This is an optimization exercise on Yosys and OpenROAD, whose aim is small area, a short achievable clock period and few clock cycles per item, not a production implementation. The RTL was checked by simulation tests, not by an equivalence proof against the original design. Power is estimated from default activity; no workload was simulated.

## mipsExecUnit
module mipsExecUnit (
    input  logic                                clk,
    input  logic                                rstN,
    input  logic                                inValid,
    output logic                                inReady,
    input  logic [mipsPkg::dataWidth-1:0]       instr,
    input  logic [mipsPkg::dataWidth-1:0]       rsValue,
    input  logic [mipsPkg::dataWidth-1:0]       rtValue,
    output logic                                outValid,
    input  logic                                outReady,
    output logic [mipsPkg::dataWidth-1:0]       outData,
    output logic [mipsPkg::regAddrWidth-1:0]    outDest,
    output logic                                outWriteEn,
    output logic                                outBranchTaken,
    output logic                                outIllegal
);
    logic                               decValid;
    logic                               decReady;
    logic [mipsPkg::aluOpWidth-1:0]     decAluOp;
    logic [31:0]                        decPropagate;
    logic [31:0]                        decGenerate;
    logic [4:0]                         decShiftAmt;
    logic [4:0]                         decDest;
    logic                               decBranchTaken;
    logic                               decIllegal;
    logic [31:0]                        exeData;
    instrDecode uDecode (
        .clk             (clk),
        .rstN            (rstN),
        .inValid         (inValid),
        .inReady         (inReady),
        .instr           (instr),
        .rsValue         (rsValue),
        .rtValue         (rtValue),
        .downValid       (decValid),
        .downReady       (decReady),
        .downAluOp       (decAluOp),
        .downPropagate   (decPropagate),
        .downGenerate    (decGenerate),
        .downShiftAmt    (decShiftAmt),
        .downDest        (decDest),
        .downBranchTaken (decBranchTaken),
  ...
==> flow/config.mk <==
export PLATFORM = sky130hd
export DESIGN_NAME = mipsExecUnit
export DESIGN_NICKNAME = mipsExecUnit
export VERILOG_FILES = /design/flow/design.v
export SDC_FILE = /design/flow/constraint.sdc
export NUM_CORES = 4
export LEC_CHECK = 0
export CAP_MARGIN = 20
export CORE_MARGIN = 2
export CORE_UTILIZATION = 40
export CTS_BUF_LIST = sky130_fd_sc_hd__clkbuf_8
export CTS_CLUSTER_DIAMETER = 100
export CTS_CLUSTER_SIZE = 30
export GPL_TIMING_DRIVEN = 1
export SETUP_SLACK_MARGIN = 2.2
export SLEW_MARGIN = 20
==> flow/constraint.sdc <==
create_clock -name core_clock -period 5.0 [get_ports {clk}]
set_input_delay 1.0000 -clock core_clock [delete_from_list [all_inputs] [get_ports {clk}]]
set_output_delay 1.0000 -clock core_clock [all_outputs]
set_load 0.01 [all_outputs]
standard.sh (not shown) runs the stock make flow with config.mk's settings and CLKGATE_MAP_FILE= SYNTH_SCRIPT=/design/flow/synth_recipe.tcl, a recipe that flattens the netlist after the stock synthesis.
==> flow/flow/run.sh <==
#!/bin/bash
# Layout flow: the standard ORFS flow with two changes.
#  - Synthesis is the standard one except for the ABC script that maps the
#    combinational logic (flow/abc.script, delay-targeted &nf mapping).
#    Registers are mapped before ABC runs, so they are the standard ones.
#  - Port buffers are buf_2 cells instead of the delay cell buffer_ports picks.
#  - Clock tree synthesis adds no dummy loads to the clock tree.
set -euo pipefail
here=$(pwd)
flowdir=$(cd "$(dirname "${BASH_SOURCE[0]}")" && pwd)

# synth.tcl with the ABC script swapped
sed "s#  log_cmd abc {\*}\$abc_args#  set abc_args [lreplace \$abc_args 0 1 -script $flowdir/abc.script]\n  log_cmd abc {*}\$abc_args#" \
    "$FLOW_HOME/scripts/synth.tcl" > "$here/synth_custom_abc.tcl"
grep -q "abc.script" "$here/synth_custom_abc.tcl"
sed "s#source \$::env(SCRIPTS_DIR)/synth.tcl#source $here/synth_custom_abc.tcl#" \
    "$here/synth_recipe.tcl" > "$here/synth_recipe_custom.tcl"
grep -q "synth_custom_abc.tcl" "$here/synth_recipe_custom.tcl"
sed "s#SYNTH_SCRIPT=[^ ]*synth_recipe.tcl#SYNTH_SCRIPT=$here/synth_recipe_custom.tcl#" \
    "$here/standard.sh" > "$here/standard_custom.sh"
grep -q "synth_recipe_custom.tcl" "$here/standard_custom.sh"

bash "$here/standard_custom.sh" \
    BUFFER_PORTS_ARGS="-buffer_cell sky130_fd_sc_hd__buf_2" \
    CTS_ARGS="-sink_clustering_enable -repair_clock_nets -buf_list sky130_fd_sc_hd__clkbuf_8 -dont_use_dummy_load" \
    finish > "$here/flow_make.log" 2>&1
==> flow/flow/abc.script <==

&get -n
&st
&dch
&nf -D 2000
&put
topo
buffer -p
upsize -D 2000
dnsize -D 2000
Testbench counts at the start, summed over its fixed seeds: cycles 24,016, items 24,000.
Then changed:
--- a/flow/flow/run.sh
+++ b/flow/flow/run.sh
@@ -2,5 +2,6 @@
 # Layout flow: the standard ORFS flow with two changes.
 #  - Synthesis is the standard one except for the ABC script that maps the
-#    combinational logic (flow/abc.script, delay-targeted &nf mapping).
+#    combinational logic (flow/abc.script, &nf mapping), which also may not
+#    use the 4-input mux cells.
 #    Registers are mapped before ABC runs, so they are the standard ones.
 #  - Port buffers are buf_2 cells instead of the delay cell buffer_ports picks.
@@ -10,6 +11,9 @@
 flowdir=$(cd "$(dirname "${BASH_SOURCE[0]}")" && pwd)
 
+# Cells ABC may not map to: the 4-input muxes are slow in the shifter
+abc_extra_dont_use="sky130_fd_sc_hd__mux4_1 sky130_fd_sc_hd__mux4_2 sky130_fd_sc_hd__mux4_4"
+
 # synth.tcl with the ABC script swapped
-sed "s#  log_cmd abc {\*}\$abc_args#  set abc_args [lreplace \$abc_args 0 1 -script $flowdir/abc.script]\n  log_cmd abc {*}\$abc_args#" \
+sed "s#  log_cmd abc {\*}\$abc_args#  set abc_args [lreplace \$abc_args 0 1 -script $flowdir/abc.script]\n  foreach c {$abc_extra_dont_use} { lappend abc_args -dont_use \$c }\n  log_cmd abc {*}\$abc_args#" \
     "$FLOW_HOME/scripts/synth.tcl" > "$here/synth_custom_abc.tcl"
 grep -q "abc.script" "$here/synth_custom_abc.tcl"
@@ -22,5 +26,5 @@
 
 bash "$here/standard_custom.sh" \
-    BUFFER_PORTS_ARGS="-buffer_cell sky130_fd_sc_hd__buf_2" \
+    BUFFER_PORTS_ARGS="-buffer_cell sky130_fd_sc_hd__buf_1" \
     CTS_ARGS="-sink_clustering_enable -repair_clock_nets -buf_list sky130_fd_sc_hd__clkbuf_8 -dont_use_dummy_load" \
     finish > "$here/flow_make.log" 2>&1
==> flow/flow/abc.script (replaced) <==

&get -n
&st
&dch
&nf -D 3000
&put
topo
buffer -p
upsize -D 3000
dnsize -D 3000
Effect: Core utilization shrinks by 0.39 points. Critical path depth is unchanged. Area after synthesis stays flat. Design area shrinks slightly. Worst setup slack is better by 78 ps. Non-clock buffer count shrinks by 1. Power shrinks slightly. Synthesized cell count grows by a few percent. Sequential power barely changes.
Then changed:
==> flow/flow/run.sh (replaced) <==
#!/bin/bash
# Layout flow: the standard ORFS flow with two changes.
#  - Synthesis is the standard one except for the ABC script that maps the
#    combinational logic (flow/abc.script, delay-targeted &nf mapping).
#    Registers are mapped before ABC runs, so they are the standard ones.
#  - Port buffers are buf_2 cells instead of the delay cell buffer_ports picks.
#  - Clock tree synthesis adds no dummy loads to the clock tree.
set -euo pipefail
here=$(pwd)
flowdir=$(cd "$(dirname "${BASH_SOURCE[0]}")" && pwd)

# synth.tcl with the ABC script swapped
sed "s#  log_cmd abc {\*}\$abc_args#  set abc_args [lreplace \$abc_args 0 1 -script $flowdir/abc.script]\n  log_cmd abc {*}\$abc_args#" \
    "$FLOW_HOME/scripts/synth.tcl" > "$here/synth_custom_abc.tcl"
grep -q "abc.script" "$here/synth_custom_abc.tcl"
sed "s#source \$::env(SCRIPTS_DIR)/synth.tcl#source $here/synth_custom_abc.tcl#" \
    "$here/synth_recipe.tcl" > "$here/synth_recipe_custom.tcl"
grep -q "synth_custom_abc.tcl" "$here/synth_recipe_custom.tcl"
sed "s#SYNTH_SCRIPT=[^ ]*synth_recipe.tcl#SYNTH_SCRIPT=$here/synth_recipe_custom.tcl#" \
    "$here/standard.sh" > "$here/standard_custom.sh"
grep -q "synth_recipe_custom.tcl" "$here/standard_custom.sh"

bash "$here/standard_custom.sh" \
    BUFFER_PORTS_ARGS="-buffer_cell sky130_fd_sc_hd__buf_2" \
    CTS_ARGS="-sink_clustering_enable -repair_clock_nets -buf_list sky130_fd_sc_hd__clkbuf_8 -dont_use_dummy_load" \
    finish > "$here/flow_make.log" 2>&1
==> flow/flow/abc.script (replaced) <==

&get -n
&st
&dch
&nf -p
&put
topo
buffer -p
upsize -D 2000
dnsize -D 2000
What happened: Via count came out lower by 0.94%; clock-buffer cell count stays the same; sequential power hardly moves; synthesized area stays flat; cell area increases by 1.5%; power goes up by 0.95%; register-to-register slack stays flat; die area stays flat; worst hold slack loses 21 ps.
Then changed:
--- a/flow/flow/run.sh
+++ b/flow/flow/run.sh
@@ -1,8 +1,8 @@
 #!/bin/bash
-# Layout flow: the standard ORFS flow with two changes.
+# Layout flow: the standard ORFS flow with these changes.
 #  - Synthesis is the standard one except for the ABC script that maps the
-#    combinational logic (flow/abc.script, delay-targeted &nf mapping).
+#    combinational logic (flow/abc.script, &nf mapping).
 #    Registers are mapped before ABC runs, so they are the standard ones.
-#  - Port buffers are buf_2 cells instead of the delay cell buffer_ports picks.
+#  - Port buffers are buf_1 cells instead of the delay cell buffer_ports picks.
 #  - Clock tree synthesis adds no dummy loads to the clock tree.
 set -euo pipefail
@@ -22,5 +22,5 @@
 
 bash "$here/standard_custom.sh" \
-    BUFFER_PORTS_ARGS="-buffer_cell sky130_fd_sc_hd__buf_2" \
+    BUFFER_PORTS_ARGS="-buffer_cell sky130_fd_sc_hd__buf_1" \
     CTS_ARGS="-sink_clustering_enable -repair_clock_nets -buf_list sky130_fd_sc_hd__clkbuf_8 -dont_use_dummy_load" \
     finish > "$here/flow_make.log" 2>&1
==> flow/flow/abc.script (replaced) <==

&get -n
&st
&dch
&nf -D 3000
&put
topo
buffer -p
upsize -D 3000
dnsize -D 3000
- CORE_UTILIZATION: 40 -> 50
- CTS_BUF_LIST: sky130_fd_sc_hd__clkbuf_8 -> default
- CTS_CLUSTER_DIAMETER: 100 -> default
- CTS_CLUSTER_SIZE: 30 -> default
What happened: Routed wire length fell by 1.9%; global-route usage rose by 4.9 points; cell area fell by about 1.1%; die area fell by 20%; area after synthesis stays flat; cell count fell by 2.4%; power is about the same.

[afterwards: timing with drivers on the ports]
How much do the figures lean on ideal ports? The routed layouts below were timed once more, with nothing changed but the port constraints. Step 1 sets driving cells, clkbuf_16 on the clock port and buf_2 on the other inputs (assumed; they add their load-dependent delay and slew). Step 2 times the ports against the registers' clock, not the clock port: input delays grow and output delays shrink by t, the midpoint of the rising clock arrivals with the driver on. Slacks: ideal ports / drivers / drivers and shift; pairs: ideal ports / drivers.
run	shift t [ns]	setup slack, ns	latest minus earliest clock arrival (ns)	worst data-port slew with drivers (ns)
the first run	0.473	2.190 / 2.190 / 1.833	0.045 / 0.045	0.04
the second run	0.483	2.268 / 2.268 / 1.844	0.038 / 0.038	0.04
the third run	0.480	2.024 / 2.044 / 1.564	0.032 / 0.032	0.05
the fourth run	0.464	2.186 / 2.186 / 1.827	0.030 / 0.030	0.05
After both steps setup and hold are still met in every run listed. For the third run, which loses most, drivers alone change the setup slack by +0.020 ns; drivers and shift together by -0.460 ns.
